Source: an optimization exercise on an open RTL-to-GDS flow (aim: small area and a short achievable clock period). Production flows keep margins and buffers that such runs may drop.
The RTL was checked by simulation tests, not by an equivalence proof against the original design.
Power figures rest on the tool's default switching activity, not on a simulated workload.

**flow/config.mk**
```make
export PLATFORM = sky130hd
export DESIGN_NAME = dense2_argmax
export DESIGN_NICKNAME = dense2_argmax
export VERILOG_FILES = /design/flow/design.v
export SDC_FILE = /design/flow/constraint.sdc
export NUM_CORES = 4
export LEC_CHECK = 0
export ABC_AREA = 1
export CAP_MARGIN = 20
export CORE_MARGIN = 2
export CORE_UTILIZATION = 40
export CTS_BUF_LIST = sky130_fd_sc_hd__clkbuf_4 sky130_fd_sc_hd__clkbuf_8
export PLACE_DENSITY = 0.6
export SETUP_SLACK_MARGIN = 5
export SLEW_MARGIN = 20
```
**flow/flow/run.sh**
```bash
#!/bin/bash
# The standard layout (standard.sh: unchanged synthesis, floorplan, place,
# CTS, route) with three changes:
#  - repair_timing aims for 5.5 ns of setup slack at the design's 11 ns clock;
#  - ports are buffered with buf_2 cells instead of the default delay cells;
#  - after synthesis, invpush.py removes inverters between full-adder cells by
#    flipping adders (a full adder is self-dual), leaving registers, ports and
#    all other cells as synthesis made them.
# Each tool's output goes to a log here; ORFS keeps its step logs under orfs/logs.
set -euo pipefail
sed 's/SETUP_SLACK_MARGIN=[0-9.]*/SETUP_SLACK_MARGIN=5.5 "BUFFER_PORTS_ARGS=-buffer_cell sky130_fd_sc_hd__buf_2"/' standard.sh > standard_margin.sh
grep -q 'SETUP_SLACK_MARGIN=5.5 "BUFFER_PORTS_ARGS' standard_margin.sh
bash standard_margin.sh synth > synth.log 2>&1
NET=orfs/results/sky130hd/dense2_argmax/base/1_2_yosys.v
cp "$NET" 1_2_yosys.standard.v
python3 flow/invpush.py 1_2_yosys.standard.v "$NET" > invpush.log 2>&1
touch "$NET"
bash standard_margin.sh > standard.log 2>&1
```
**flow/standard.sh**
```bash
#!/bin/bash
# synth_recipe.tcl (not shown) runs the flow's synth.tcl, then flattens the netlist and writes it again
# the make line also repeats each setting of config.mk as NAME=value (left out here)
make -C /OpenROAD-flow-scripts/flow DESIGN_CONFIG=/design/flow/config.mk WORK_HOME=/design/flow/orfs CLKGATE_MAP_FILE= SYNTH_SCRIPT=/design/flow/synth_recipe.tcl "${@:-finish}"
```
**flow/constraint.sdc**
```tcl
create_clock -name core_clock -period 11.0 [get_ports {clk}]
set_input_delay 2.2000 -clock core_clock [delete_from_list [all_inputs] [get_ports {clk}]]
set_output_delay 2.2000 -clock core_clock [all_outputs]
set_load 0.01 [all_outputs]
```
**flow/design.v**
```verilog
package dense2_pkg;
  localparam int unsigned N_IN      = 120;
  localparam int unsigned N_OUT     = 10;
  localparam int unsigned DW        = 16;
  localparam int unsigned FRAC_BITS = 8;
  localparam int unsigned ACC_W     = 30;
  localparam int unsigned AW        = 7;
  localparam int unsigned IDX_W     = 4;
  localparam logic [DW-1:0] SAT_MAX = {1'b0, {(DW-1){1'b1}}};
  localparam logic [DW-1:0] SAT_MIN = {1'b1, {(DW-1){1'b0}}};
  localparam int unsigned N_ST       = 6;
  localparam int unsigned I_IDLE     = 0;
  localparam int unsigned I_ACCUM    = 1;
  localparam int unsigned I_BIAS_RD  = 2;
  localparam int unsigned I_BIAS_ADD = 3;
  localparam int unsigned I_OUT      = 4;
  localparam int unsigned I_CLASS    = 5;
endpackage
module dense2_neuron_acc
(
  input  logic          clk,
  input  logic          keep,
  input  logic          shift,
  input  logic [29:0]   nxt_s,
  input  logic [29:0]   nxt_c,
  input  logic [7:0]    one,
  input  logic [7:0]    two,
  input  logic [7:0]    neg,
  input  logic [15:0]   w,
  output logic [29:0]   s,
  output logic [29:0]   c
);
  logic [29:0] sn, cn;
  assign s = ~sn;
  assign c = ~cn;
  wire [29:0] sm = (s & {30{keep}}) | (nxt_s & {30{shift}});
  wire [29:0] cm = (c & {30{keep}}) | (nxt_c & {30{shift}});
  wire p1 = ((one[0] & w[0]) ^ neg[0]);
  wire p2 = (((one[0] & w[1]) | (two[0] & w[0])) ^ neg[0]);
  wire p3 = (((one[0] & w[2]) | (two[0] & w[1])) ^ neg[0]);
  wire p4 = (((one[0] & w[3]) | (two[0] & w[2])) ^ neg[0]);
  wire p5 = (((one[0] & w[4]) | (two[0] & w[3])) ^ neg[0]);
  wire p6 = (((one[0] & w[5]) | (two[0] & w[4])) ^ neg[0]);
  wire p7 = (((one[0] & w[6]) | (two[0] & w[5])) ^ neg[0]);
  wire p8 = (((one[0] & w[7]) | (two[0] & w[6])) ^ neg[0]);
  wire p9 = (((one[0] & w[8]) | (two[0] & w[7])) ^ neg[0]);
  wire p10 = (((one[0] & w[9]) | (two[0] & w[8])) ^ neg[0]);
  wire p11 = (((one[0] & w[10]) | (two[0] & w[9])) ^ neg[0]);
  wire p12 = (((one[0] & w[11]) | (two[0] & w[10])) ^ neg[0]);
  wire p13 = (((one[0] & w[12]) | (two[0] & w[11])) ^ neg[0]);
  wire p14 = (((one[0] & w[13]) | (two[0] & w[12])) ^ neg[0]);
  wire p15 = (((one[0] & w[14]) | (two[0] & w[13])) ^ neg[0]);
  wire p16 = (((one[0] & w[15]) | (two[0] & w[14])) ^ neg[0]);
  wire p17 = ~(((one[0] & w[15]) | (two[0] & w[15])) ^ neg[0]);
  wire p18 = ((one[1] & w[0]) ^ neg[1]);
  wire p19 = (((one[1] & w[1]) | (two[1] & w[0])) ^ neg[1]);
  wire p20 = (((one[1] & w[2]) | (two[1] & w[1])) ^ neg[1]);
  wire p21 = (((one[1] & w[3]) | (two[1] & w[2])) ^ neg[1]);
  wire p22 = (((one[1] & w[4]) | (two[1] & w[3])) ^ neg[1]);
  wire p23 = (((one[1] & w[5]) | (two[1] & w[4])) ^ neg[1]);
  wire p24 = (((one[1] & w[6]) | (two[1] & w[5])) ^ neg[1]);
  wire p25 = (((one[1] & w[7]) | (two[1] & w[6])) ^ neg[1]);
  wire p26 = (((one[1] & w[8]) | (two[1] & w[7])) ^ neg[1]);
  wire p27 = (((one[1] & w[9]) | (two[1] & w[8])) ^ neg[1]);
  wire p28 = (((one[1] & w[10]) | (two[1] & w[9])) ^ neg[1]);
  wire p29 = (((one[1] & w[11]) | (two[1] & w[10])) ^ neg[1]);
  wire p30 = (((one[1] & w[12]) | (two[1] & w[11])) ^ neg[1]);
  wire p31 = (((one[1] & w[13]) | (two[1] & w[12])) ^ neg[1]);
  wire p32 = (((one[1] & w[14]) | (two[1] & w[13])) ^ neg[1]);
  wire p33 = (((one[1] & w[15]) | (two[1] & w[14])) ^ neg[1]);
  wire p34 = ~(((one[1] & w[15]) | (two[1] & w[15])) ^ neg[1]);
  wire p35 = ((one[2] & w[0]) ^ neg[2]);
  wire p36 = (((one[2] & w[1]) | (two[2] & w[0])) ^ neg[2]);
  wire p37 = (((one[2] & w[2]) | (two[2] & w[1])) ^ neg[2]);
  wire p38 = (((one[2] & w[3]) | (two[2] & w[2])) ^ neg[2]);
  wire p39 = (((one[2] & w[4]) | (two[2] & w[3])) ^ neg[2]);
  wire p40 = (((one[2] & w[5]) | (two[2] & w[4])) ^ neg[2]);
  wire p41 = (((one[2] & w[6]) | (two[2] & w[5])) ^ neg[2]);
  wire p42 = (((one[2] & w[7]) | (two[2] & w[6])) ^ neg[2]);
  wire p43 = (((one[2] & w[8]) | (two[2] & w[7])) ^ neg[2]);
  wire p44 = (((one[2] & w[9]) | (two[2] & w[8])) ^ neg[2]);
  wire p45 = (((one[2] & w[10]) | (two[2] & w[9])) ^ neg[2]);
  wire p46 = (((one[2] & w[11]) | (two[2] & w[10])) ^ neg[2]);
  wire p47 = (((one[2] & w[12]) | (two[2] & w[11])) ^ neg[2]);
  wire p48 = (((one[2] & w[13]) | (two[2] & w[12])) ^ neg[2]);
  wire p49 = (((one[2] & w[14]) | (two[2] & w[13])) ^ neg[2]);
  wire p50 = (((one[2] & w[15]) | (two[2] & w[14])) ^ neg[2]);
  wire p51 = ~(((one[2] & w[15]) | (two[2] & w[15])) ^ neg[2]);
  wire p52 = ((one[3] & w[0]) ^ neg[3]);
  wire p53 = (((one[3] & w[1]) | (two[3] & w[0])) ^ neg[3]);
  wire p54 = (((one[3] & w[2]) | (two[3] & w[1])) ^ neg[3]);
  wire p55 = (((one[3] & w[3]) | (two[3] & w[2])) ^ neg[3]);
  wire p56 = (((one[3] & w[4]) | (two[3] & w[3])) ^ neg[3]);
  wire p57 = (((one[3] & w[5]) | (two[3] & w[4])) ^ neg[3]);
  wire p58 = (((one[3] & w[6]) | (two[3] & w[5])) ^ neg[3]);
  wire p59 = (((one[3] & w[7]) | (two[3] & w[6])) ^ neg[3]);
  wire p60 = (((one[3] & w[8]) | (two[3] & w[7])) ^ neg[3]);
  wire p61 = (((one[3] & w[9]) | (two[3] & w[8])) ^ neg[3]);
  wire p62 = (((one[3] & w[10]) | (two[3] & w[9])) ^ neg[3]);
  wire p63 = (((one[3] & w[11]) | (two[3] & w[10])) ^ neg[3]);
  wire p64 = (((one[3] & w[12]) | (two[3] & w[11])) ^ neg[3]);
  wire p65 = (((one[3] & w[13]) | (two[3] & w[12])) ^ neg[3]);
  wire p66 = (((one[3] & w[14]) | (two[3] & w[13])) ^ neg[3]);
  wire p67 = (((one[3] & w[15]) | (two[3] & w[14])) ^ neg[3]);
  wire p68 = ~(((one[3] & w[15]) | (two[3] & w[15])) ^ neg[3]);
  wire p69 = ((one[4] & w[0]) ^ neg[4]);
  wire p70 = (((one[4] & w[1]) | (two[4] & w[0])) ^ neg[4]);
  wire p71 = (((one[4] & w[2]) | (two[4] & w[1])) ^ neg[4]);
  wire p72 = (((one[4] & w[3]) | (two[4] & w[2])) ^ neg[4]);
  wire p73 = (((one[4] & w[4]) | (two[4] & w[3])) ^ neg[4]);
  wire p74 = (((one[4] & w[5]) | (two[4] & w[4])) ^ neg[4]);
  wire p75 = (((one[4] & w[6]) | (two[4] & w[5])) ^ neg[4]);
  wire p76 = (((one[4] & w[7]) | (two[4] & w[6])) ^ neg[4]);
  wire p77 = (((one[4] & w[8]) | (two[4] & w[7])) ^ neg[4]);
  wire p78 = (((one[4] & w[9]) | (two[4] & w[8])) ^ neg[4]);
  wire p79 = (((one[4] & w[10]) | (two[4] & w[9])) ^ neg[4]);
  wire p80 = (((one[4] & w[11]) | (two[4] & w[10])) ^ neg[4]);
  wire p81 = (((one[4] & w[12]) | (two[4] & w[11])) ^ neg[4]);
  wire p82 = (((one[4] & w[13]) | (two[4] & w[12])) ^ neg[4]);
  wire p83 = (((one[4] & w[14]) | (two[4] & w[13])) ^ neg[4]);
  wire p84 = (((one[4] & w[15]) | (two[4] & w[14])) ^ neg[4]);
  wire p85 = ~(((one[4] & w[15]) | (two[4] & w[15])) ^ neg[4]);
  wire p86 = ((one[5] & w[0]) ^ neg[5]);
  wire p87 = (((one[5] & w[1]) | (two[5] & w[0])) ^ neg[5]);
  wire p88 = (((one[5] & w[2]) | (two[5] & w[1])) ^ neg[5]);
  wire p89 = (((one[5] & w[3]) | (two[5] & w[2])) ^ neg[5]);
  wire p90 = (((one[5] & w[4]) | (two[5] & w[3])) ^ neg[5]);
  wire p91 = (((one[5] & w[5]) | (two[5] & w[4])) ^ neg[5]);
  wire p92 = (((one[5] & w[6]) | (two[5] & w[5])) ^ neg[5]);
  wire p93 = (((one[5] & w[7]) | (two[5] & w[6])) ^ neg[5]);
  wire p94 = (((one[5] & w[8]) | (two[5] & w[7])) ^ neg[5]);
  wire p95 = (((one[5] & w[9]) | (two[5] & w[8])) ^ neg[5]);
  wire p96 = (((one[5] & w[10]) | (two[5] & w[9])) ^ neg[5]);
  wire p97 = (((one[5] & w[11]) | (two[5] & w[10])) ^ neg[5]);
  wire p98 = (((one[5] & w[12]) | (two[5] & w[11])) ^ neg[5]);
  wire p99 = (((one[5] & w[13]) | (two[5] & w[12])) ^ neg[5]);
  wire p100 = (((one[5] & w[14]) | (two[5] & w[13])) ^ neg[5]);
  wire p101 = (((one[5] & w[15]) | (two[5] & w[14])) ^ neg[5]);
  wire p102 = ~(((one[5] & w[15]) | (two[5] & w[15])) ^ neg[5]);
  wire p103 = ((one[6] & w[0]) ^ neg[6]);
  wire p104 = (((one[6] & w[1]) | (two[6] & w[0])) ^ neg[6]);
  wire p105 = (((one[6] & w[2]) | (two[6] & w[1])) ^ neg[6]);
  wire p106 = (((one[6] & w[3]) | (two[6] & w[2])) ^ neg[6]);
  wire p107 = (((one[6] & w[4]) | (two[6] & w[3])) ^ neg[6]);
  wire p108 = (((one[6] & w[5]) | (two[6] & w[4])) ^ neg[6]);
  wire p109 = (((one[6] & w[6]) | (two[6] & w[5])) ^ neg[6]);
  wire p110 = (((one[6] & w[7]) | (two[6] & w[6])) ^ neg[6]);
  wire p111 = (((one[6] & w[8]) | (two[6] & w[7])) ^ neg[6]);
  wire p112 = (((one[6] & w[9]) | (two[6] & w[8])) ^ neg[6]);
  wire p113 = (((one[6] & w[10]) | (two[6] & w[9])) ^ neg[6]);
  wire p114 = (((one[6] & w[11]) | (two[6] & w[10])) ^ neg[6]);
  wire p115 = (((one[6] & w[12]) | (two[6] & w[11])) ^ neg[6]);
  wire p116 = (((one[6] & w[13]) | (two[6] & w[12])) ^ neg[6]);
  wire p117 = (((one[6] & w[14]) | (two[6] & w[13])) ^ neg[6]);
  wire p118 = (((one[6] & w[15]) | (two[6] & w[14])) ^ neg[6]);
  wire p119 = ~(((one[6] & w[15]) | (two[6] & w[15])) ^ neg[6]);
  wire p120 = ((one[7] & w[0]) ^ neg[7]);
  wire p121 = (((one[7] & w[1]) | (two[7] & w[0])) ^ neg[7]);
  wire p122 = (((one[7] & w[2]) | (two[7] & w[1])) ^ neg[7]);
  wire p123 = (((one[7] & w[3]) | (two[7] & w[2])) ^ neg[7]);
  wire p124 = (((one[7] & w[4]) | (two[7] & w[3])) ^ neg[7]);
  wire p125 = (((one[7] & w[5]) | (two[7] & w[4])) ^ neg[7]);
  wire p126 = (((one[7] & w[6]) | (two[7] & w[5])) ^ neg[7]);
  wire p127 = (((one[7] & w[7]) | (two[7] & w[6])) ^ neg[7]);
  wire p128 = (((one[7] & w[8]) | (two[7] & w[7])) ^ neg[7]);
  wire p129 = (((one[7] & w[9]) | (two[7] & w[8])) ^ neg[7]);
  wire p130 = (((one[7] & w[10]) | (two[7] & w[9])) ^ neg[7]);
  wire p131 = (((one[7] & w[11]) | (two[7] & w[10])) ^ neg[7]);
  wire p132 = (((one[7] & w[12]) | (two[7] & w[11])) ^ neg[7]);
  wire p133 = (((one[7] & w[13]) | (two[7] & w[12])) ^ neg[7]);
  wire p134 = (((one[7] & w[14]) | (two[7] & w[13])) ^ neg[7]);
  wire p135 = (((one[7] & w[15]) | (two[7] & w[14])) ^ neg[7]);
  wire p136 = ~(((one[7] & w[15]) | (two[7] & w[15])) ^ neg[7]);
  wire s137 = neg[1] ^ p3 ^ p18;
  wire c138 = (neg[1] & p3) | (neg[1] & p18) | (p3 & p18);
  wire s139 = p4 ^ p19 ^ c138;
  wire c140 = (p4 & p19) | (p4 & c138) | (p19 & c138);
  wire s141 = neg[2] ^ p5 ^ p20;
  wire c142 = (neg[2] & p5) | (neg[2] & p20) | (p5 & p20);
  wire s143 = p35 ^ s141 ^ c140;
  wire c144 = (p35 & s141) | (p35 & c140) | (s141 & c140);
  wire s145 = p6 ^ p21 ^ p36;
  wire c146 = (p6 & p21) | (p6 & p36) | (p21 & p36);
  wire s147 = c142 ^ s145 ^ c144;
  wire c148 = (c142 & s145) | (c142 & c144) | (s145 & c144);
  wire s149 = neg[3] ^ p7 ^ p22;
  wire c150 = (neg[3] & p7) | (neg[3] & p22) | (p7 & p22);
  wire s151 = p37 ^ p52 ^ c146;
  wire c152 = (p37 & p52) | (p37 & c146) | (p52 & c146);
  wire s153 = s149 ^ s151 ^ c148;
  wire c154 = (s149 & s151) | (s149 & c148) | (s151 & c148);
  wire s155 = p8 ^ p23 ^ p38;
  wire c156 = (p8 & p23) | (p8 & p38) | (p23 & p38);
  wire s157 = p53 ^ c150 ^ s155;
  wire c158 = (p53 & c150) | (p53 & s155) | (c150 & s155);
  wire s159 = c152 ^ s157;
  wire c160 = c152 & s157;
  wire s161 = sm[0] ^ cm[0] ^ neg[4];
  wire c162 = (sm[0] & cm[0]) | (sm[0] & neg[4]) | (cm[0] & neg[4]);
  wire s163 = s161 ^ p9 ^ p24;
  wire c164 = (s161 & p9) | (s161 & p24) | (p9 & p24);
  wire s165 = p39 ^ p54 ^ p69;
  wire c166 = (p39 & p54) | (p39 & p69) | (p54 & p69);
  wire s167 = c156 ^ s163 ^ s165;
  wire c168 = (c156 & s163) | (c156 & s165) | (s163 & s165);
  wire s169 = c158 ^ s167 ^ c160;
  wire c170 = (c158 & s167) | (c158 & c160) | (s167 & c160);
  wire s171 = sm[1] ^ cm[1] ^ c162;
  wire c172 = (sm[1] & cm[1]) | (sm[1] & c162) | (cm[1] & c162);
  wire s173 = p10 ^ p25 ^ p40;
  wire c174 = (p10 & p25) | (p10 & p40) | (p25 & p40);
  wire s175 = p55 ^ p70 ^ s171;
  wire c176 = (p55 & p70) | (p55 & s171) | (p70 & s171);
  wire s177 = c164 ^ c166 ^ s173;
  wire c178 = (c164 & c166) | (c164 & s173) | (c166 & s173);
  wire s179 = s175 ^ c168 ^ s177;
  wire c180 = (s175 & c168) | (s175 & s177) | (c168 & s177);
  wire s181 = sm[2] ^ cm[2] ^ neg[5];
  wire c182 = (sm[2] & cm[2]) | (sm[2] & neg[5]) | (cm[2] & neg[5]);
  wire s183 = s181 ^ p11 ^ p26;
  wire c184 = (s181 & p11) | (s181 & p26) | (p11 & p26);
  wire s185 = p41 ^ p56 ^ p71;
  wire c186 = (p41 & p56) | (p41 & p71) | (p56 & p71);
  wire s187 = p86 ^ c172 ^ c174;
  wire c188 = (p86 & c172) | (p86 & c174) | (c172 & c174);
  wire s189 = s183 ^ s185 ^ c176;
  wire c190 = (s183 & s185) | (s183 & c176) | (s185 & c176);
  wire s191 = s187 ^ c178 ^ s189;
  wire c192 = (s187 & c178) | (s187 & s189) | (c178 & s189);
  wire s193 = sm[3] ^ cm[3] ^ c182;
  wire c194 = (sm[3] & cm[3]) | (sm[3] & c182) | (cm[3] & c182);
  wire s195 = p12 ^ p27 ^ p42;
  wire c196 = (p12 & p27) | (p12 & p42) | (p27 & p42);
  wire s197 = p57 ^ p72 ^ p87;
  wire c198 = (p57 & p72) | (p57 & p87) | (p72 & p87);
  wire s199 = s193 ^ c184 ^ c186;
  wire c200 = (s193 & c184) | (s193 & c186) | (c184 & c186);
  wire s201 = s195 ^ s197 ^ c188;
  wire c202 = (s195 & s197) | (s195 & c188) | (s197 & c188);
  wire s203 = s199 ^ c190 ^ s201;
  wire c204 = (s199 & c190) | (s199 & s201) | (c190 & s201);
  wire s205 = sm[4] ^ cm[4] ^ neg[6];
  wire c206 = (sm[4] & cm[4]) | (sm[4] & neg[6]) | (cm[4] & neg[6]);
  wire s207 = s205 ^ p13 ^ p28;
  wire c208 = (s205 & p13) | (s205 & p28) | (p13 & p28);
  wire s209 = p43 ^ p58 ^ p73;
  wire c210 = (p43 & p58) | (p43 & p73) | (p58 & p73);
  wire s211 = p88 ^ p103 ^ c194;
  wire c212 = (p88 & p103) | (p88 & c194) | (p103 & c194);
  wire s213 = c196 ^ c198 ^ s207;
  wire c214 = (c196 & c198) | (c196 & s207) | (c198 & s207);
  wire s215 = s209 ^ s211 ^ c200;
  wire c216 = (s209 & s211) | (s209 & c200) | (s211 & c200);
  wire s217 = s213 ^ c202 ^ s215;
  wire c218 = (s213 & c202) | (s213 & s215) | (c202 & s215);
  wire s219 = sm[5] ^ cm[5] ^ c206;
  wire c220 = (sm[5] & cm[5]) | (sm[5] & c206) | (cm[5] & c206);
  wire s221 = p14 ^ p29 ^ p44;
  wire c222 = (p14 & p29) | (p14 & p44) | (p29 & p44);
  wire s223 = p59 ^ p74 ^ p89;
  wire c224 = (p59 & p74) | (p59 & p89) | (p74 & p89);
  wire s225 = p104 ^ s219 ^ c208;
  wire c226 = (p104 & s219) | (p104 & c208) | (s219 & c208);
  wire s227 = c210 ^ s221 ^ s223;
  wire c228 = (c210 & s221) | (c210 & s223) | (s221 & s223);
  wire s229 = c212 ^ s225 ^ c214;
  wire c230 = (c212 & s225) | (c212 & c214) | (s225 & c214);
  wire s231 = s227 ^ c216 ^ s229;
  wire c232 = (s227 & c216) | (s227 & s229) | (c216 & s229);
  wire s233 = sm[6] ^ cm[6] ^ neg[7];
  wire c234 = (sm[6] & cm[6]) | (sm[6] & neg[7]) | (cm[6] & neg[7]);
  wire s235 = s233 ^ p15 ^ p30;
  wire c236 = (s233 & p15) | (s233 & p30) | (p15 & p30);
  wire s237 = p45 ^ p60 ^ p75;
  wire c238 = (p45 & p60) | (p45 & p75) | (p60 & p75);
  wire s239 = p90 ^ p105 ^ p120;
  wire c240 = (p90 & p105) | (p90 & p120) | (p105 & p120);
  wire s241 = c220 ^ c222 ^ c224;
  wire c242 = (c220 & c222) | (c220 & c224) | (c222 & c224);
  wire s243 = s235 ^ s237 ^ s239;
  wire c244 = (s235 & s237) | (s235 & s239) | (s237 & s239);
  wire s245 = c226 ^ s241 ^ c228;
  wire c246 = (c226 & s241) | (c226 & c228) | (s241 & c228);
  wire s247 = s243 ^ c230 ^ s245;
  wire c248 = (s243 & c230) | (s243 & s245) | (c230 & s245);
  wire s249 = sm[7] ^ cm[7] ^ c234;
  wire c250 = (sm[7] & cm[7]) | (sm[7] & c234) | (cm[7] & c234);
  wire s251 = p16 ^ p31 ^ p46;
  wire c252 = (p16 & p31) | (p16 & p46) | (p31 & p46);
  wire s253 = p61 ^ p76 ^ p91;
  wire c254 = (p61 & p76) | (p61 & p91) | (p76 & p91);
  wire s255 = p106 ^ p121 ^ s249;
  wire c256 = (p106 & p121) | (p106 & s249) | (p121 & s249);
  wire s257 = c236 ^ c238 ^ c240;
  wire c258 = (c236 & c238) | (c236 & c240) | (c238 & c240);
  wire s259 = s251 ^ s253 ^ c242;
  wire c260 = (s251 & s253) | (s251 & c242) | (s253 & c242);
  wire s261 = s255 ^ s257 ^ c244;
  wire c262 = (s255 & s257) | (s255 & c244) | (s257 & c244);
  wire s263 = c246 ^ s259 ^ s261;
  wire c264 = (c246 & s259) | (c246 & s261) | (s259 & s261);
  wire s265 = 1'b1 ^ sm[8] ^ cm[8];
  wire c266 = (1'b1 & sm[8]) | (1'b1 & cm[8]) | (sm[8] & cm[8]);
  wire s267 = s265 ^ p17 ^ p32;
  wire c268 = (s265 & p17) | (s265 & p32) | (p17 & p32);
  wire s269 = p47 ^ p62 ^ p77;
  wire c270 = (p47 & p62) | (p47 & p77) | (p62 & p77);
  wire s271 = p92 ^ p107 ^ p122;
  wire c272 = (p92 & p107) | (p92 & p122) | (p107 & p122);
  wire s273 = c250 ^ c252 ^ c254;
  wire c274 = (c250 & c252) | (c250 & c254) | (c252 & c254);
  wire s275 = s267 ^ s269 ^ s271;
  wire c276 = (s267 & s269) | (s267 & s271) | (s269 & s271);
  wire s277 = c256 ^ c258 ^ s273;
  wire c278 = (c256 & c258) | (c256 & s273) | (c258 & s273);
  wire s279 = s275 ^ c260 ^ c262;
  wire c280 = (s275 & c260) | (s275 & c262) | (c260 & c262);
  wire s281 = s277 ^ c264 ^ s279;
  wire c282 = (s277 & c264) | (s277 & s279) | (c264 & s279);
  wire s283 = 1'b1 ^ sm[9] ^ cm[9];
  wire c284 = (1'b1 & sm[9]) | (1'b1 & cm[9]) | (sm[9] & cm[9]);
  wire s285 = c266 ^ s283 ^ p33;
  wire c286 = (c266 & s283) | (c266 & p33) | (s283 & p33);
  wire s287 = p48 ^ p63 ^ p78;
  wire c288 = (p48 & p63) | (p48 & p78) | (p63 & p78);
  wire s289 = p93 ^ p108 ^ p123;
  wire c290 = (p93 & p108) | (p93 & p123) | (p108 & p123);
  wire s291 = c268 ^ c270 ^ c272;
  wire c292 = (c268 & c270) | (c268 & c272) | (c270 & c272);
  wire s293 = s285 ^ s287 ^ s289;
  wire c294 = (s285 & s287) | (s285 & s289) | (s287 & s289);
  wire s295 = c274 ^ s291 ^ c276;
  wire c296 = (c274 & s291) | (c274 & c276) | (s291 & c276);
  wire s297 = s293 ^ c278 ^ s295;
  wire c298 = (s293 & c278) | (s293 & s295) | (c278 & s295);
  wire s299 = c280 ^ s297 ^ c282;
  wire c300 = (c280 & s297) | (c280 & c282) | (s297 & c282);
  wire s301 = sm[10] ^ cm[10] ^ c284;
  wire c302 = (sm[10] & cm[10]) | (sm[10] & c284) | (cm[10] & c284);
  wire s303 = p34 ^ p49 ^ p64;
  wire c304 = (p34 & p49) | (p34 & p64) | (p49 & p64);
  wire s305 = p79 ^ p94 ^ p109;
  wire c306 = (p79 & p94) | (p79 & p109) | (p94 & p109);
  wire s307 = p124 ^ s301 ^ c286;
  wire c308 = (p124 & s301) | (p124 & c286) | (s301 & c286);
  wire s309 = c288 ^ c290 ^ s303;
  wire c310 = (c288 & c290) | (c288 & s303) | (c290 & s303);
  wire s311 = s305 ^ c292 ^ s307;
  wire c312 = (s305 & c292) | (s305 & s307) | (c292 & s307);
  wire s313 = c294 ^ s309 ^ c296;
  wire c314 = (c294 & s309) | (c294 & c296) | (s309 & c296);
  wire s315 = s311 ^ c298 ^ s313;
  wire c316 = (s311 & c298) | (s311 & s313) | (c298 & s313);
  wire s317 = 1'b1 ^ sm[11] ^ cm[11];
  wire c318 = (1'b1 & sm[11]) | (1'b1 & cm[11]) | (sm[11] & cm[11]);
  wire s319 = s317 ^ p50 ^ p65;
  wire c320 = (s317 & p50) | (s317 & p65) | (p50 & p65);
  wire s321 = p80 ^ p95 ^ p110;
  wire c322 = (p80 & p95) | (p80 & p110) | (p95 & p110);
  wire s323 = p125 ^ c302 ^ c304;
  wire c324 = (p125 & c302) | (p125 & c304) | (c302 & c304);
  wire s325 = c306 ^ s319 ^ s321;
  wire c326 = (c306 & s319) | (c306 & s321) | (s319 & s321);
  wire s327 = c308 ^ s323 ^ c310;
  wire c328 = (c308 & s323) | (c308 & c310) | (s323 & c310);
  wire s329 = s325 ^ c312 ^ s327;
  wire c330 = (s325 & c312) | (s325 & s327) | (c312 & s327);
  wire s331 = c314 ^ s329 ^ c316;
  wire c332 = (c314 & s329) | (c314 & c316) | (s329 & c316);
  wire s333 = sm[12] ^ cm[12] ^ c318;
  wire c334 = (sm[12] & cm[12]) | (sm[12] & c318) | (cm[12] & c318);
  wire s335 = p51 ^ p66 ^ p81;
  wire c336 = (p51 & p66) | (p51 & p81) | (p66 & p81);
  wire s337 = p96 ^ p111 ^ p126;
  wire c338 = (p96 & p111) | (p96 & p126) | (p111 & p126);
  wire s339 = s333 ^ c320 ^ c322;
  wire c340 = (s333 & c320) | (s333 & c322) | (c320 & c322);
  wire s341 = s335 ^ s337 ^ c324;
  wire c342 = (s335 & s337) | (s335 & c324) | (s337 & c324);
  wire s343 = s339 ^ c326 ^ c328;
  wire c344 = (s339 & c326) | (s339 & c328) | (c326 & c328);
  wire s345 = s341 ^ c330 ^ s343;
  wire c346 = (s341 & c330) | (s341 & s343) | (c330 & s343);
  wire s347 = 1'b1 ^ sm[13] ^ cm[13];
  wire c348 = (1'b1 & sm[13]) | (1'b1 & cm[13]) | (sm[13] & cm[13]);
  wire s349 = s347 ^ p67 ^ p82;
  wire c350 = (s347 & p67) | (s347 & p82) | (p67 & p82);
  wire s351 = p97 ^ p112 ^ p127;
  wire c352 = (p97 & p112) | (p97 & p127) | (p112 & p127);
  wire s353 = c334 ^ c336 ^ c338;
  wire c354 = (c334 & c336) | (c334 & c338) | (c336 & c338);
  wire s355 = s349 ^ s351 ^ c340;
  wire c356 = (s349 & s351) | (s349 & c340) | (s351 & c340);
  wire s357 = s353 ^ c342 ^ s355;
  wire c358 = (s353 & c342) | (s353 & s355) | (c342 & s355);
  wire s359 = c344 ^ s357 ^ c346;
  wire c360 = (c344 & s357) | (c344 & c346) | (s357 & c346);
  wire s361 = sm[14] ^ cm[14] ^ c348;
  wire c362 = (sm[14] & cm[14]) | (sm[14] & c348) | (cm[14] & c348);
  wire s363 = p68 ^ p83 ^ p98;
  wire c364 = (p68 & p83) | (p68 & p98) | (p83 & p98);
  wire s365 = p113 ^ p128 ^ s361;
  wire c366 = (p113 & p128) | (p113 & s361) | (p128 & s361);
  wire s367 = c350 ^ c352 ^ s363;
  wire c368 = (c350 & c352) | (c350 & s363) | (c352 & s363);
  wire s369 = s365 ^ c354 ^ s367;
  wire c370 = (s365 & c354) | (s365 & s367) | (c354 & s367);
  wire s371 = c356 ^ s369 ^ c358;
  wire c372 = (c356 & s369) | (c356 & c358) | (s369 & c358);
  wire s373 = 1'b1 ^ sm[15] ^ cm[15];
  wire c374 = (1'b1 & sm[15]) | (1'b1 & cm[15]) | (sm[15] & cm[15]);
  wire s375 = s373 ^ p84 ^ p99;
  wire c376 = (s373 & p84) | (s373 & p99) | (p84 & p99);
  wire s377 = p114 ^ p129 ^ c362;
  wire c378 = (p114 & p129) | (p114 & c362) | (p129 & c362);
  wire s379 = c364 ^ s375 ^ c366;
  wire c380 = (c364 & s375) | (c364 & c366) | (s375 & c366);
  wire s381 = s377 ^ c368 ^ s379;
  wire c382 = (s377 & c368) | (s377 & s379) | (c368 & s379);
  wire s383 = c370 ^ s381 ^ c372;
  wire c384 = (c370 & s381) | (c370 & c372) | (s381 & c372);
  wire s385 = sm[16] ^ cm[16] ^ c374;
  wire c386 = (sm[16] & cm[16]) | (sm[16] & c374) | (cm[16] & c374);
  wire s387 = p85 ^ p100 ^ p115;
  wire c388 = (p85 & p100) | (p85 & p115) | (p100 & p115);
  wire s389 = p130 ^ s385 ^ c376;
  wire c390 = (p130 & s385) | (p130 & c376) | (s385 & c376);
  wire s391 = s387 ^ c378 ^ s389;
  wire c392 = (s387 & c378) | (s387 & s389) | (c378 & s389);
  wire s393 = c380 ^ s391 ^ c382;
  wire c394 = (c380 & s391) | (c380 & c382) | (s391 & c382);
  wire s395 = 1'b1 ^ sm[17] ^ cm[17];
  wire c396 = (1'b1 & sm[17]) | (1'b1 & cm[17]) | (sm[17] & cm[17]);
  wire s397 = s395 ^ p101 ^ p116;
  wire c398 = (s395 & p101) | (s395 & p116) | (p101 & p116);
  wire s399 = p131 ^ c386 ^ c388;
  wire c400 = (p131 & c386) | (p131 & c388) | (c386 & c388);
  wire s401 = s397 ^ c390 ^ s399;
  wire c402 = (s397 & c390) | (s397 & s399) | (c390 & s399);
  wire s403 = c392 ^ s401 ^ c394;
  wire c404 = (c392 & s401) | (c392 & c394) | (s401 & c394);
  wire s405 = sm[18] ^ cm[18] ^ c396;
  wire c406 = (sm[18] & cm[18]) | (sm[18] & c396) | (cm[18] & c396);
  wire s407 = p102 ^ p117 ^ p132;
  wire c408 = (p102 & p117) | (p102 & p132) | (p117 & p132);
  wire s409 = s405 ^ c398 ^ s407;
  wire c410 = (s405 & c398) | (s405 & s407) | (c398 & s407);
  wire s411 = c400 ^ s409 ^ c402;
  wire c412 = (c400 & s409) | (c400 & c402) | (s409 & c402);
  wire s413 = 1'b1 ^ sm[19] ^ cm[19];
  wire c414 = (1'b1 & sm[19]) | (1'b1 & cm[19]) | (sm[19] & cm[19]);
  wire s415 = s413 ^ p118 ^ p133;
  wire c416 = (s413 & p118) | (s413 & p133) | (p118 & p133);
  wire s417 = c406 ^ c408 ^ s415;
  wire c418 = (c406 & c408) | (c406 & s415) | (c408 & s415);
  wire s419 = c410 ^ s417 ^ c412;
  wire c420 = (c410 & s417) | (c410 & c412) | (s417 & c412);
  wire s421 = sm[20] ^ cm[20] ^ c414;
  wire c422 = (sm[20] & cm[20]) | (sm[20] & c414) | (cm[20] & c414);
  wire s423 = p119 ^ p134 ^ s421;
  wire c424 = (p119 & p134) | (p119 & s421) | (p134 & s421);
  wire s425 = c416 ^ s423 ^ c418;
  wire c426 = (c416 & s423) | (c416 & c418) | (s423 & c418);
  wire s427 = 1'b1 ^ sm[21] ^ cm[21];
  wire c428 = (1'b1 & sm[21]) | (1'b1 & cm[21]) | (sm[21] & cm[21]);
  wire s429 = s427 ^ p135 ^ c422;
  wire c430 = (s427 & p135) | (s427 & c422) | (p135 & c422);
  wire s431 = c424 ^ s429 ^ c426;
  wire c432 = (c424 & s429) | (c424 & c426) | (s429 & c426);
  wire s433 = sm[22] ^ cm[22] ^ c428;
  wire c434 = (sm[22] & cm[22]) | (sm[22] & c428) | (cm[22] & c428);
  wire s435 = p136 ^ s433 ^ c430;
  wire c436 = (p136 & s433) | (p136 & c430) | (s433 & c430);
  wire s437 = 1'b1 ^ sm[23] ^ cm[23];
  wire c438 = (1'b1 & sm[23]) | (1'b1 & cm[23]) | (sm[23] & cm[23]);
  wire s439 = s437 ^ c434 ^ c436;
  wire c440 = (s437 & c434) | (s437 & c436) | (c434 & c436);
  wire s441 = 1'b1 ^ sm[24] ^ cm[24];
  wire c442 = (1'b1 & sm[24]) | (1'b1 & cm[24]) | (sm[24] & cm[24]);
  wire s443 = c438 ^ s441;
  wire c444 = c438 & s441;
  wire s445 = 1'b1 ^ sm[25] ^ cm[25];
  wire c446 = (1'b1 & sm[25]) | (1'b1 & cm[25]) | (sm[25] & cm[25]);
  wire s447 = c442 ^ s445 ^ c444;
  wire c448 = (c442 & s445) | (c442 & c444) | (s445 & c444);
  wire s449 = 1'b1 ^ sm[26] ^ cm[26];
  wire c450 = (1'b1 & sm[26]) | (1'b1 & cm[26]) | (sm[26] & cm[26]);
  wire s451 = c446 ^ s449 ^ c448;
  wire c452 = (c446 & s449) | (c446 & c448) | (s449 & c448);
  wire s453 = 1'b1 ^ sm[27] ^ cm[27];
  wire c454 = (1'b1 & sm[27]) | (1'b1 & cm[27]) | (sm[27] & cm[27]);
  wire s455 = c450 ^ s453 ^ c452;
  wire c456 = (c450 & s453) | (c450 & c452) | (s453 & c452);
  wire s457 = 1'b1 ^ sm[28] ^ cm[28];
  wire c458 = (1'b1 & sm[28]) | (1'b1 & cm[28]) | (sm[28] & cm[28]);
  wire s459 = c454 ^ s457 ^ c456;
  wire c460 = (c454 & s457) | (c454 & c456) | (s457 & c456);
  wire s461 = 1'b1 ^ sm[29] ^ cm[29];
  wire c462 = (1'b1 & sm[29]) | (1'b1 & cm[29]) | (sm[29] & cm[29]);
  wire s463 = c458 ^ s461 ^ c460;
  wire c464 = (c458 & s461) | (c458 & c460) | (s461 & c460);
  wire [8:0] low_sum = {1'b0, c154, s153, s147, s143, s139, s137, p2, p1} + {1'b0, s159, 1'b0, 1'b0, 1'b0, 1'b0, 1'b0, 1'b0, neg[0]};
  always_ff @(posedge clk) begin
    sn <= ~{s463, s459, s455, s451, s447, c440, s439, c432, s431, c420, s419, c404, s403, c384, s383, c360, s359, c332, s331, c300, s299, s281, c248, c232, c218, c204, c192, c180, c170, s169};
    cn <= ~{1'b0, 1'b0, 1'b0, 1'b0, 1'b0, s443, 1'b0, s435, 1'b0, s425, 1'b0, s411, 1'b0, s393, 1'b0, s371, 1'b0, s345, 1'b0, s315, 1'b0, 1'b0, s263, s247, s231, s217, s203, s191, s179, low_sum[8]};
  end
endmodule
module dense2_argmax
(
  input  logic                clk,
  input  logic                rst,
  input  logic                in_valid,
  input  logic                frame_start_in,
  input  logic                frame_end_in,
  input  logic [dense2_pkg::DW-1:0]       dense_input,
  output logic                rom_en,
  output logic [dense2_pkg::AW-1:0]       rom_addr,
  input  logic [dense2_pkg::N_OUT*dense2_pkg::DW-1:0] rom_data,
  output logic                out_valid,
  output logic                frame_start_out,
  output logic                frame_end_out,
  output logic [dense2_pkg::DW-1:0]       logit_out,
  output logic                class_valid,
  output logic [dense2_pkg::IDX_W-1:0]    class_idx,
  output logic                err
);
  localparam int unsigned W = dense2_pkg::ACC_W;
  logic [dense2_pkg::N_ST-1:0]   state;
  logic [dense2_pkg::N_ST-1:0]   state_n;
  logic [dense2_pkg::AW-1:0]     cnt;
  logic              clear;
  logic              take;
  logic              err_c;
  logic              keep_q;
  logic [dense2_pkg::IDX_W-1:0]  out_k;
  logic [dense2_pkg::DW-1:0]     best_val;
  logic [dense2_pkg::IDX_W-1:0]  best_idx;
  logic [W-1:0]      acc_s [dense2_pkg::N_OUT];
  logic [W-1:0]      acc_c [dense2_pkg::N_OUT];
  logic st_idle, st_accum, st_bias_rd, st_bias_add, st_out, st_class;
  assign st_idle     = state[dense2_pkg::I_IDLE];
  assign st_accum    = state[dense2_pkg::I_ACCUM];
  assign st_bias_rd  = state[dense2_pkg::I_BIAS_RD];
  assign st_bias_add = state[dense2_pkg::I_BIAS_ADD];
  assign st_out      = state[dense2_pkg::I_OUT];
  assign st_class    = state[dense2_pkg::I_CLASS];
  logic [dense2_pkg::DW-1:0] sample_n;
  logic [7:0] b_one_n, b_two_n, b_neg_n;
  logic [7:0] b_one, b_two, b_neg;
  always_comb begin
    if (take) begin
      sample_n = dense_input;
    end else if (st_bias_rd) begin
      sample_n = dense2_pkg::DW'(1 << dense2_pkg::FRAC_BITS);
    end else begin
      sample_n = '0;
    end
    for (int k = 0; k < 8; k++) begin
      logic x0, x1, x2;
      x0 = (k == 0) ? 1'b0 : sample_n[2*k-1];
      x1 = sample_n[2*k];
      x2 = sample_n[2*k+1];
      b_one_n[k] = x1 ^ x0;
      b_two_n[k] = (x2 & ~x1 & ~x0) | (~x2 & x1 & x0);
      b_neg_n[k] = x2;
    end
  end
  for (genvar k = 0; k < dense2_pkg::N_OUT; k++) begin : g_neuron
    dense2_neuron_acc u_acc (
      .clk     (clk),
      .keep    (keep_q),
      .shift   (st_out),
      .nxt_s   ((k == dense2_pkg::N_OUT - 1) ? '0 : acc_s[(k + 1) % dense2_pkg::N_OUT]),
      .nxt_c   ((k == dense2_pkg::N_OUT - 1) ? '0 : acc_c[(k + 1) % dense2_pkg::N_OUT]),
      .one     (b_one),
      .two     (b_two),
      .neg     (b_neg),
      .w       (rom_data[k*dense2_pkg::DW +: dense2_pkg::DW]),
      .s       (acc_s[k]),
      .c       (acc_c[k])
    );
  end
  logic start_ok;    
  logic last_idx;    
  logic in_frame;    
  assign start_ok = in_valid && frame_start_in && !frame_end_in;
  assign last_idx = (cnt == dense2_pkg::AW'(dense2_pkg::N_IN - 1));
  assign in_frame = st_accum && in_valid && !frame_start_in;
  assign take   = (st_idle && start_ok) || (st_accum && in_valid);
  assign clear  = in_valid && frame_start_in && ((st_idle && !frame_end_in) || st_accum);
  assign rom_en = !rst && (take || st_bias_rd);
  always_comb begin
    rom_addr = '0;
    if (!rst && in_frame) begin
      rom_addr = cnt;
    end else if (!rst && st_bias_rd) begin
      rom_addr = dense2_pkg::AW'(dense2_pkg::N_IN);
    end
  end
  assign err_c = (st_idle && in_valid && frame_start_in && frame_end_in)
              || (st_accum && in_valid && (frame_start_in || (frame_end_in != last_idx)))
              || (!st_idle && !st_accum && in_valid);
  always_comb begin
    state_n = '0;
    state_n[dense2_pkg::I_IDLE]     = (st_idle && !start_ok)
                                   || (in_frame && (frame_end_in ? !last_idx : last_idx))
                                   || st_class;
    state_n[dense2_pkg::I_ACCUM]    = (st_idle && start_ok)
                                   || (st_accum && !(in_frame && (frame_end_in || last_idx)));
    state_n[dense2_pkg::I_BIAS_RD]  = in_frame && frame_end_in && last_idx;
    state_n[dense2_pkg::I_BIAS_ADD] = st_bias_rd;
    state_n[dense2_pkg::I_OUT]      = st_bias_add
                                   || (st_out && (out_k != dense2_pkg::IDX_W'(dense2_pkg::N_OUT - 1)));
    state_n[dense2_pkg::I_CLASS]    = st_out && (out_k == dense2_pkg::IDX_W'(dense2_pkg::N_OUT - 1));
  end
  logic [W-1:0]  sel_sum;
  logic [dense2_pkg::DW-1:0] logit_c;
  assign sel_sum = acc_s[0] + acc_c[0];
  assign logit_c = (sel_sum[W-1:dense2_pkg::DW-1] == {(W-dense2_pkg::DW+1){sel_sum[W-1]}})
                 ? sel_sum[dense2_pkg::DW-1:0]
                 : (sel_sum[W-1] ? dense2_pkg::SAT_MIN : dense2_pkg::SAT_MAX);
  logic              better;
  logic [dense2_pkg::IDX_W-1:0]  cur_idx;
  assign better  = frame_start_out || ($signed(logit_out) > $signed(best_val));
  assign cur_idx = out_k - dense2_pkg::IDX_W'(1);
  always_ff @(posedge clk) begin
    if (rst) begin
      state           <= dense2_pkg::N_ST'(1) << dense2_pkg::I_IDLE;
      keep_q          <= 1'b0;
      out_valid       <= 1'b0;
      frame_start_out <= 1'b0;
      frame_end_out   <= 1'b0;
      logit_out       <= '0;
      class_valid     <= 1'b0;
      class_idx       <= '0;
      err             <= 1'b0;
    end else begin
      state           <= state_n;
      keep_q          <= !clear && !state_n[dense2_pkg::I_OUT];
      err             <= err_c;
      out_valid       <= st_out;
      frame_start_out <= st_out && (out_k == '0);
      frame_end_out   <= st_out && (out_k == dense2_pkg::IDX_W'(dense2_pkg::N_OUT - 1));
      if (st_out) begin
        logit_out <= logit_c;
      end
      class_valid     <= st_class;
      if (st_class) begin
        class_idx <= better ? cur_idx : best_idx;
      end
    end
  end
  always_ff @(posedge clk) begin
    if (clear) begin
      cnt <= dense2_pkg::AW'(1);
    end else if (take) begin
      cnt <= cnt + dense2_pkg::AW'(1);
    end
    b_one <= b_one_n;
    b_two <= b_two_n;
    b_neg <= b_neg_n;
    if (st_bias_add) begin
      out_k <= '0;
    end else if (st_out) begin
      out_k <= out_k + dense2_pkg::IDX_W'(1);
    end
    if (out_valid && better) begin
      best_val <= logit_out;
      best_idx <= cur_idx;
    end
  end
endmodule
```
**flow/flow/invpush.py**
```python
#!/usr/bin/env python3
"""Remove inverters around full adders in a flat Yosys netlist of sky130hd cells.

A full adder is self-dual: FA(~a, ~b, ~c) = (~sum, ~cout). Synthesis often
leaves inverters between adder cells; this flips adders (feeding them the
complement of their inputs, so their outputs carry the complement) where that
lowers the number of inverters, then re-inserts one inverter per net whose
complement is still needed. Registers, ports and all other cells are kept.

usage: invpush.py IN.v OUT.v
"""
import re
import sys

OUTPINS = {"X", "Y", "Q", "Q_N", "SUM", "COUT", "HI", "LO"}
INV = re.compile(r"sky130_fd_sc_hd__inv_\d+$")
FA = re.compile(r"sky130_fd_sc_hd__fa_\d+$")
XOR = re.compile(r"sky130_fd_sc_hd__x(n?)or2_(\d+)$")

src = re.sub(r"\(\*.*?\*\)", "", open(sys.argv[1]).read())
m_first = re.search(r"^\s*sky130_fd_sc_hd__\w+\s", src, re.M)
head = src[:m_first.start()]
tail_i = src.rindex("endmodule")
body = src[m_first.start():tail_i]
tail = src[tail_i:]
if re.search(r"^\s*assign\s", body, re.M) or re.search(r"^\s*assign\s", head, re.M):
    sys.exit("assign statements not supported")

inst_re = re.compile(r"\s*(sky130_fd_sc_hd__\w+)\s+(\\\S+\s|\S+)\s*\((.*?)\);\s*", re.S)
pin_re = re.compile(r"\.(\w+)\(\s*(\\\S+\s|[^()\s]+)\s*\)")
insts = []
pos = 0
while pos < len(body):
    m = inst_re.match(body, pos)
    if not m:
        sys.exit("parse error at: " + body[pos:pos + 200])
    pins = [(p, n.strip()) for p, n in pin_re.findall(m.group(3))]
    insts.append([m.group(1), m.group(2).strip(), pins])
    pos = m.end()

# ports
ports_out = set()
ports_in = set()
for kind, rng, names in re.findall(r"^\s*(input|output)\s+(\[\d+:\d+\]\s+)?([^;]+);", head, re.M):
    for nm in names.split(","):
        nm = nm.strip()
        if rng:
            hi, lo = map(int, re.findall(r"\d+", rng))
            bits = [f"{nm}[{i}]" for i in range(min(hi, lo), max(hi, lo) + 1)]
        else:
            bits = [nm]
        (ports_out if kind == "output" else ports_in).update(bits)

driver = {}
for idx, (typ, name, pins) in enumerate(insts):
    for p, n in pins:
        if p in OUTPINS:
            driver[n] = (idx, p)

def is_inv(idx):
    return INV.match(insts[idx][0]) is not None

# inverters kept as they are: those driving output ports
keep_inv = set()
for idx, (typ, name, pins) in enumerate(insts):
    if is_inv(idx):
        y = dict(pins)["Y"]
        if y in ports_out:
            keep_inv.add(idx)

def root(n):
    par = 0
    seen = 0
    while n in driver and is_inv(driver[n][0]) and driver[n][0] not in keep_inv:
        n = dict(insts[driver[n][0]][2])["A"]
        par ^= 1
        seen += 1
        if seen > 1000:
            sys.exit("inverter loop")
    return n, par

# loads: (inst idx, pin index) -> (root, parity); only non-removed cells
removed = {i for i in range(len(insts)) if is_inv(i) and i not in keep_inv}
loads = []          # [idx, pin_i, root, parity]
for idx, (typ, name, pins) in enumerate(insts):
    if idx in removed:
        continue
    for pi, (p, n) in enumerate(pins):
        if p in OUTPINS or not re.match(r"^(\\\S+|[A-Za-z_][\w$]*(\[\d+\])?)$", n):
            continue
        r, par = root(n)
        loads.append([idx, pi, r, par])
for n in ports_out:
    if n in driver and driver[n][0] in removed:
        sys.exit("port driven by removable inverter: " + n)

fa_idx = [i for i in range(len(insts)) if FA.match(insts[i][0]) or XOR.match(insts[i][0])]
is_fa = {i: FA.match(insts[i][0]) is not None for i in fa_idx}
# FAs whose outputs are ports cannot flip
noflip = set()
for i in fa_idx:
    for p, n in insts[i][2]:
        if p in OUTPINS and n in ports_out:
            noflip.add(i)
flip = {}
out_of = {}   # root net -> driving FA idx (if FA)
for i in fa_idx:
    for p, n in insts[i][2]:
        if p in OUTPINS:
            out_of[n] = i

loads_by_root = {}
loads_by_inst = {}
for L in loads:
    loads_by_root.setdefault(L[2], []).append(L)
    loads_by_inst.setdefault(L[0], []).append(L)

def need(L):
    own = flip.get(L[0], 0) if FA.match(insts[L[0]][0]) else 0
    return L[3] ^ own ^ flip.get(out_of.get(L[2], -1), 0)

cnt = {r: sum(need(L) for L in Ls) for r, Ls in loads_by_root.items()}
def cost():
    return sum(1 for r in cnt if cnt[r] > 0)

def delta(i):
    ch = {}
    for L in (loads_by_inst.get(i, []) if is_fa[i] else []):
        ch[L[2]] = ch.get(L[2], 0) + (1 - 2 * need(L))
    outs = [n for p, n in insts[i][2] if p in OUTPINS]
    for n in outs:
        for L in loads_by_root.get(n, []):
            if L[0] == i:
                continue
            ch[n] = ch.get(n, 0) + (1 - 2 * need(L))
    d = 0
    for r, c in ch.items():
        before = cnt[r] > 0
        after = cnt[r] + c > 0
        d += int(after) - int(before)
    return d, ch

c0 = cost()
# Start from a polarity that satisfies as many adder-to-adder connections as a
# breadth-first walk over them allows, then improve greedily.
if "--nobfs" not in sys.argv:
    fa_set = set(fa_idx) - noflip
    adj = {i: [] for i in fa_set}
    for L in loads:
        g = out_of.get(L[2], -1)
        if L[0] in fa_set and g in fa_set and g != L[0] and is_fa[L[0]]:
            adj[L[0]].append((g, L[3]))
            adj[g].append((L[0], L[3]))
    seen = set()
    from collections import deque
    for s0 in fa_idx:
        if s0 not in fa_set or s0 in seen:
            continue
        seen.add(s0)
        flip[s0] = 0
        dq = deque([s0])
        while dq:
            u = dq.popleft()
            for v, p in adj[u]:
                if v not in seen:
                    seen.add(v)
                    flip[v] = flip.get(u, 0) ^ p
                    dq.append(v)
    cnt = {r: sum(need(L) for L in Ls) for r, Ls in loads_by_root.items()}
    print(f"after walk: {cost()} (from {c0})", file=sys.stderr)
changed = True
rounds = 0
while changed and rounds < 50:
    changed = False
    rounds += 1
    for i in fa_idx:
        if i in noflip:
            continue
        d, ch = delta(i)
        if d < 0:
            flip[i] = flip.get(i, 0) ^ 1
            for r, c in ch.items():
                cnt[r] += c
            changed = True
# Flip whole groups of adders joined by adder-to-adder connections when that helps.
if "--nobfs" not in sys.argv:
    comp = {}
    for s0 in fa_idx:
        if s0 not in fa_set or s0 in comp:
            continue
        comp[s0] = s0
        stack = [s0]
        while stack:
            u = stack.pop()
            for v, p in adj[u]:
                if v not in comp:
                    comp[v] = s0
                    stack.append(v)
    groups = {}
    for i, g in comp.items():
        groups.setdefault(g, []).append(i)
    def gdelta(members):
        ms = set(members)
        affected = set()
        for i in members:
            if is_fa[i]:
                for L in loads_by_inst.get(i, []):
                    affected.add(L[2])
            for p, n in insts[i][2]:
                if p in OUTPINS:
                    affected.add(n)
        before = {r: cnt[r] for r in affected}
        for i in members:
            flip[i] = flip.get(i, 0) ^ 1
        after = {r: sum(need(L) for L in loads_by_root.get(r, [])) for r in affected}
        d = sum(int(after[r] > 0) - int(before[r] > 0) for r in affected)
        return d, after
    for it in range(3):
        improved = False
        for g, members in groups.items():
            if len(members) < 2:
                continue
            d, after = gdelta(members)
            if d < 0:
                cnt.update(after)
                improved = True
            else:
                for i in members:
                    flip[i] = flip.get(i, 0) ^ 1
        changed = True
        rounds2 = 0
        while changed and rounds2 < 50:
            changed = False
            rounds2 += 1
            for i in fa_idx:
                if i in noflip:
                    continue
                d, ch = delta(i)
                if d < 0:
                    flip[i] = flip.get(i, 0) ^ 1
                    for r, c in ch.items():
                        cnt[r] += c
                    changed = True
                    improved = True
        if not improved:
            break
    print(f"groups: {len(groups)}, largest {max(len(m) for m in groups.values())}", file=sys.stderr)
c1 = cost()
assert c1 == sum(1 for r, Ls in loads_by_root.items() if any(need(L) for L in Ls))

# rebuild: a flipped xor becomes an xnor and vice versa
for i in fa_idx:
    m = XOR.match(insts[i][0])
    if m and flip.get(i, 0):
        insts[i][0] = f"sky130_fd_sc_hd__{'xor' if m.group(1) else 'xnor'}2_{m.group(2)}"
        outpin = "X" if m.group(1) else "Y"   # xor2 drives X, xnor2 drives Y
        insts[i][2] = [(outpin if p in ("X", "Y") else p, n) for p, n in insts[i][2]]
# rebuild
inv_net = {}
new_insts = []
k = 0
for r, Ls in loads_by_root.items():
    if any(need(L) for L in Ls):
        k += 1
        nn = f"_ipush_n{k}_"
        inv_net[r] = nn
        new_insts.append(["sky130_fd_sc_hd__inv_1", f"_ipush_i{k}_", [("A", r), ("Y", nn)]])
for L in loads:
    idx, pi, r, par = L
    p, _ = insts[idx][2][pi]
    insts[idx][2][pi] = (p, inv_net[r] if need(L) else r)

def fmt(n):
    return n + " " if n.startswith("\\") else n

out = [head]
for idx, (typ, name, pins) in enumerate(insts + new_insts):
    if idx < len(insts) and idx in removed:
        continue
    out.append(f"  {typ} {fmt(name)} (\n" + ",\n".join(f"    .{p}({fmt(n)})" for p, n in pins) + "\n  );\n")
decl = "".join(f"  wire {n};\n" for n in inv_net.values())
text = "".join(out)
text = text.replace(head, head + decl, 1)
open(sys.argv[2], "w").write(text + tail)
print(f"inverters: {len(removed) + len(keep_inv)} before, {len(keep_inv) + len(inv_net)} after; "
      f"{sum(flip.values())} of {len(fa_idx)} adders flipped; rounds {rounds}", file=sys.stderr)
```
==> results of run 1 <==
layout make-up:
class,instances,share of cell area [%]
timing repair buffer,294,2.39
clock buffer,166,2.72
clock inverter,28,0.421
tap,2370,3.78
multi-input combinational,5346,71.9
sequential,546,14.2
inverter,816,4.55
antenna,8,0.0255
state kept, by name, indices dropped and copies added (netlist names), 4 cells and up:
signal,flops
logit_out,16
best_idx,4
b_two,8
state,6
out_k,4
cnt,7
g_neuron.u_acc.cn,160
class_idx,4
b_one,8
best_val,16
b_neg,8
g_neuron.u_acc.sn,300
power groups by stage:
stage | combinational (mW) | clock [mW] | sequential, mW
after floorplan | 7.47 | 0 | 3.43
after global placement | 9.26 | 0 | 3.84
after detailed placement | 9.69 | 0 | 3.83
after CTS | 9.72 | 2.47 | 3.80
after global routing | 11.2 | 2.55 | 3.91
final | 9.60 | 2.42 | 3.85
per-layer routing:
layer / GRT usage (%) / vias to the layer above
li1: - / 24100
met1: 33.4 / 29700
met2: 45.0 / 3412
met3: 5.45 / 914
met4: 13.4 / 0
met5: 0 / -
how the worst max path moves through the flow:
stage / from / to / slack (ps) / cells past startpoint
finish: b_one[6] / g_neuron[9].u_acc.sn[15] / 5560 / 12
global route: in_valid / rom_en / 5480 / 11
global placement: rom_data[107] / g_neuron[6].u_acc.sn[11] / 4920 / 10
detailed placement: rom_data[45] / g_neuron[2].u_acc.sn[9] / 4890 / 10
floorplan: rom_data[127] / g_neuron[7].u_acc.sn[13] / 5480 / 10
CTS: b_one[6] / g_neuron[9].u_acc.sn[15] / 5450 / 12
critical path: cells and delay by family (launching register included):
family	cells	cell delay (ps)
DFF	1	300
xor gates and xnor gates	1	210
buffers and inverters	4	1680
adders and majority gates	6	2720
AOI/OAI and AO/OA	1	200
per-stage QoR:
step	hold WS [ps]	cell area, um^2	utilization [%]
floorplan	415	74800	-
global placement	440	75900	42.0
detailed placement	439	75900	42.0
CTS	458	78300	43.4
global route	487	78400	43.4
finish	456	78400	43.4
what timing repair did:
item | in CTS | in global routing
endpoints found under the setup margin | 40 | 46
gates cloned | 0 | 0
resized for setup | 7 | 16
==> metrics.yaml, run 1 <==
min_path:
  whs_path_depth: 2
  worstHoldEndpoint: "state[3]"
  holdCritPathClass: "reg2reg"
  hold_path.startpoint: "state[2]"
placement:
  dp_hpwl_um: 169000
  place.detailed.instances: 9371
  gpl.final_weighted_congestion: 0.912
  placement.io_buffers: 213
  preCtsSetupSlack_ps: 4890
power_and_ir_drop:
  pwr_density_cell_mw_per_mm2: 202
  total_power_consumption_of_the_routed_design_mw: 15.9
  internal_power_mw: 8.67
  clock_power_share_pct: 15.2
  combPwrFrac_pct: 60.5
  power.share.switching_pct: 45.4
  seqPwrFrac_pct: 24.3
  cellLeakagePower_nw: 25.5
  total_switching_power_mw: 7.20
  worst_ir_drop_vdd_mv: 0.119
worst_setup_path:
  critPathLaunchType: "flop"
  critPathMostFrequentCell: "sky130_fd_sc_hd__fa_1"
  arrival_ps: 6130
  cell_type_of_the_slowest_stage_on_the_worst_timing_path: "sky130_fd_sc_hd__buf_4"
  timing.reg2reg.worst_path_depth: 12
  startpoint_of_the_worst_register_to_register_path: "b_one[6]"
  crit_path_cell_trace: "buf_4 -> inv_8 -> buf_4 -> buf_8 -> o22ai_1 -> xor2_1 -> fa_2 -> fa_1 -> fa_1 -> fa_2 -> fa_1 -> fa_1"
  cpPeakStageDelay_ps: 550
  r2r_end: "g_neuron[9].u_acc.sn[15]"
  r2r_slack_ps: 5560
  critical_path.endpoint_type: "flop"
  cp_class: "reg2reg"
  required_ps: 11700
  cp_max_fo: 65
cells_and_area:
  final-instance-count-excl-fill: 9574
  final_common_cell: "sky130_fd_sc_hd__o22ai_1"
  fillerInstances: 17100
  mostFrequentLayoutCells: "1562 x sky130_fd_sc_hd__o22ai_1, 1330 x sky130_fd_sc_hd__fa_1, 1003 x sky130_fd_sc_hd__xor2_1"
  finish.net_count: 8821
  multiInputGateArea_mm2: 0.0564
  seq_area_mm2: 0.0112
  area_delta_synth_final_pct: 8.01
  final_layout_size_suffix_gt1_share_pct: 11.6
detailed_routing:
  drc: 0
  route.final.wire_length_um: 251000
  via_count: 58100
  detailed_routed_wire_length_on_met2_um: 120000
  routed_via_density: 6.07
  routedWlPerCell_um: 26.2
  dr_wl_met3_um: 23100
  drt_pre_antenna_iters: 7
  final_antenna_net_count: 0
  route.layer.met1.wl_um: 94800
  drt-initial-drc-count: 5352
  dr.max_layer_used: "met4"
clock_network:
  cts_root_buffer: "sky130_fd_sc_hd__clkbuf_8"
  clock_insertion_delay_worst_skew_ps: 870
  h-tree-depth: 3
  post-cts-setup-buffers: 0
  cts_tree: "yes"
  tritoncts.num_buffers: 107
  tritoncts_num_sinks: 546
  cts_hold_buffers: 0
  clk_pin_slew_ps: 60
  clock_path_buffers: 3
flow_run:
  max_cap_violations: 0
global_route:
  pin_count_of_the_biggest_net_entering_global_routing: 151
  globalRoute.totalOverflow: 0
  grt_util_all_layers_pct: 27.0
  grt_pass1_wl_um: 385000
  first_global_vias: 63700
  antenna_found_initial: 11
logic_synthesis:
  syn_nets: 9096
  post_synth_instance_area_mm2: 0.0726
  post_synthesis_cell_count: 7386
  yosys_warnings: 4
  post_syn_area_per_cell_um2: 9.83
die:
  fp.dieH_um: 430
  pin_count: 214
  placement_rows: 156
  die_w_um: 430
  dieArea_mm2: 0.185
  starting_utilization_of_the_core_area_pct: 40.2
  coreArea_mm2: 0.181
timing:
  fin_crit_ps: 5440
  setup_total_negative_slack_ps: 0
  max_clock_freq_mhz: 184
  slew_viol_final: 0
  grt_setup_unrepaired: "yes"
  relSlewSlack_pct: 28.8
  layout_setup_ws_ps: 5560
  clock-skew-final_ps: 61.0
  tightest_slew_ps: 1070
  finalSetupViolCount: 0
  period_share_pct: 49.4
  hold_violation_count_in_the_final_report: 0
run_status:
  outcome: "no timing/DRC/antenna violations"
==> run 2, diff against run 1 <==
==> flow/flow/run.sh (replaced) <==
#!/bin/bash
# The standard layout (standard.sh: unchanged synthesis, floorplan, place,
# CTS, route) with three changes:
#  - repair_timing aims for 5.8 ns of setup slack at the design's 11 ns clock;
#  - ports are buffered with buf_2 cells instead of the default delay cells;
#  - after synthesis, invpush.py removes inverters between full-adder cells by
#    flipping adders (a full adder is self-dual), leaving registers, ports and
#    all other cells as synthesis made them.
# Each tool's output goes to a log here; ORFS keeps its step logs under orfs/logs.
set -euo pipefail
sed 's/SETUP_SLACK_MARGIN=[0-9.]*/SETUP_SLACK_MARGIN=5.8 "BUFFER_PORTS_ARGS=-buffer_cell sky130_fd_sc_hd__buf_2"/' standard.sh > standard_margin.sh
grep -q 'SETUP_SLACK_MARGIN=5.8 "BUFFER_PORTS_ARGS' standard_margin.sh
bash standard_margin.sh synth > synth.log 2>&1
NET=orfs/results/sky130hd/dense2_argmax/base/1_2_yosys.v
cp "$NET" 1_2_yosys.standard.v
python3 flow/invpush.py 1_2_yosys.standard.v "$NET" > invpush.log 2>&1
touch "$NET"
bash standard_margin.sh > standard.log 2>&1
==> run 2 against run 1 <==
Effect of this change: register-to-register slack improved by 300 ps; synthesized cell count stayed put; largest power group unchanged; wire length increased by 2.2%; still clean on timing, DRC and antenna; fmax grew 4.2%; clock skew up 15 ps; first-iteration DRC count decreased by 0.17%; die area unchanged; worst hold slack better by 0.69 ps; utilization up 0.99 points; via count barely moved; critical endpoint is now rom_en.
==> metrics.yaml, run 2 <==
global_route:
  grt_pass1_wl_um: 393000  # was 385000 um
  grt_util_all_layers_pct: 27.7  # was 27.0%
  pin_count_of_the_biggest_net_entering_global_routing: 142  # was 151
die:
  fp.dieH_um: 430  # unchanged
  placement_rows: 156  # unchanged
  dieArea_mm2: 0.185  # unchanged
  die_w_um: 430  # unchanged
  coreArea_mm2: 0.181  # unchanged
cells_and_area:
  area_delta_synth_final_pct: 10.5  # was 8.01%
  finish.net_count: 8828  # was 8821
  mostFrequentLayoutCells: "1441 x sky130_fd_sc_hd__o22ai_1, 1096 x sky130_fd_sc_hd__fa_1, 1001 x sky130_fd_sc_hd__xor2_1"  # was 1562 x sky130_fd_sc_hd__o22ai_1, 1330 x sky130_fd_sc_hd__fa_1, 1003 x sky130_fd_sc_hd__xor2_1
  final_layout_size_suffix_gt1_share_pct: 17.6  # was 11.6%
detailed_routing:
  final_antenna_net_count: 0  # unchanged
  drt-initial-drc-count: 5343  # was 5352
  drc: 0  # unchanged
  drt_pre_antenna_iters: 6  # was 7
  via_count: 58200  # was 58100
min_path:
  holdCritPathClass: "reg2reg"  # unchanged
worst_setup_path:
  arrival_ps: 3020  # was 6130 ps
  critPathLaunchType: "input pin"  # was flop
  critical_path.endpoint_type: "output port"  # was flop
  cp_class: "in2out"  # was reg2reg
  cell_type_of_the_slowest_stage_on_the_worst_timing_path: "sky130_fd_sc_hd__buf_12"  # was sky130_fd_sc_hd__buf_4
  worst_path_dominant_cell_family: "buffers and inverters"  # was adder cells
  cpPeakStageDelay_ps: 130  # was 550 ps
  crit_path_cell_trace: "buf_8 -> nand2_4 -> inv_4 -> nand3_2 -> nand2_2 -> buf_12 -> nor2_4 -> inv_2 -> nand2_2 -> inv_2 -> buf_6"  # was buf_4 -> inv_8 -> buf_4 -> buf_8 -> o22ai_1 -> xor2_1 -> fa_2 -> fa_1 -> fa_1 -> fa_2 -> fa_1 -> fa_1
  critical_path.n_buffers_inverters: 6  # was 4
  required_ps: 8800  # was 11700 ps
clock_network:
  cts_tree: "yes"  # unchanged
  tritoncts_num_sinks: 546  # unchanged
  clk_pin_slew_ps: 60  # about the same
  clock_insertion_delay_worst_skew_ps: 910  # was 870 ps
  clock_path_buffers: 3  # unchanged
run_status:
  outcome: "no timing/DRC/antenna violations"  # unchanged
placement:
  place_area_mm2: 0.0775  # was 0.0759 mm^2
  placement.io_buffers: 213  # unchanged
  place.detailed.instances: 9367  # was 9371
  dp_hpwl_um: 171000  # was 169000 um
  gpl.final_weighted_congestion: 0.985  # was 0.912
power_and_ir_drop:
  pwr_density_cell_mw_per_mm2: 203  # was 202 mW/mm^2
  total_power_consumption_of_the_routed_design_mw: 16.3  # was 15.9 mW
logic_synthesis:
  yosys_warnings: 4  # unchanged
  post_syn_area_per_cell_um2: 9.83  # unchanged
  post_synth_instance_area_mm2: 0.0726  # unchanged
flow_run:
  max_cap_violations: 0  # unchanged
timing:
  tightest_slew_ps: 1060  # was 1070 ps
  hold_violation_count_in_the_final_report: 0  # unchanged
  clock-skew-final_ps: 75.9  # was 61.0 ps
  fin_crit_ps: 5220  # was 5440 ps
==> run 2: metal layers <==
layer	share of wire (%)	GRT usage (%)
met2	48	46.5
met4	4.9	12.6
met1	38	34.6
met3	9.0	5.10
met5	0.014	0
==> run 2: layout make-up <==
type / count / area (um^2)
Timing Repair Buffer: 297 / 2000
Clock buffer: 159 / 2030
Clock inverter: 34 / 453
Multi-Input combinational cell: 5346 / 57900
Tap cell: 2370 / 2970
Antenna cell: 5 / 12.5
Fill cell: 17000 / 100000
Sequential cell: 546 / 11200
Inverter: 816 / 3770
==> run 2: report_power, final <==
part,switching [mW],internal (mW),leakage (nW)
Sequential,0.774,3.08,4.59
Combinational,5.53,4.42,19.5
Clock,1.08,1.42,1.31
Total,7.38,8.92,25.4
==> run 2: metrics by stage <==
step	utilization [%]	setup slack (ps)	hold WS, ps
2_1_floorplan	-	5600	415
3_3_place_gp	42.9	5060	438
3_5_place_dp	42.9	5050	442
4_1_cts	44.4	5780	460
5_1_grt	44.4	5750	475
6_report	44.4	5780	457
==> run 2: repair_timing <==
action,CTS,global route
setup buffers,5,2
gates cloned,1,0
gates resized for setup,28,36
pin swaps,2,3
endpoints found under the setup margin,100,54
hold buffers,0,0
==> run 2: final timing paths <==
check | from | to | slack [ps] | cells after the start
max | in_valid | rom_en | 5780 | 11
min | class_idx[0] | class_idx[0] | 460 | 2
max reg2reg | b_neg[4] | g_neuron[3].u_acc.sn[9] | 5860 | 9
min reg2reg | class_idx[0] | class_idx[0] | 460 | 2
==> run 2: worst register-to-register path: stages, from the launching register on <==
cell and delay (ps):
sky130_fd_sc_hd__dfxtp_4 680, sky130_fd_sc_hd__clkinv_8 570, sky130_fd_sc_hd__buf_4 790, sky130_fd_sc_hd__xor2_1 310, sky130_fd_sc_hd__fa_2 450, sky130_fd_sc_hd__fa_1 590
sky130_fd_sc_hd__fa_2 450, sky130_fd_sc_hd__fa_2 370, sky130_fd_sc_hd__fa_2 370, sky130_fd_sc_hd__fa_2 520

[static timing again, ports no longer ideal]
The flow's constraints put no driver on any port. The routed layouts listed below were extracted and timed again, unchanged, in two steps. Step 1 assumes that a clkbuf_16 drives the clock port and a buf_2 every other input. Step 2, shift: input delay + t, output delay - t, t = (earliest + latest rising clock arrival at the registers) / 2. This alone moves slack from input paths to output paths. Slacks: ideal ports / drivers / drivers and shift; pairs: ideal ports / drivers.
run | t, ns | setup slack, ns
run 1 | 0.923 | 5.565 / 5.538 / 4.836
run 2 | 0.942 | 5.782 / 5.741 / 5.001
After both steps setup and hold are still met in every run listed.
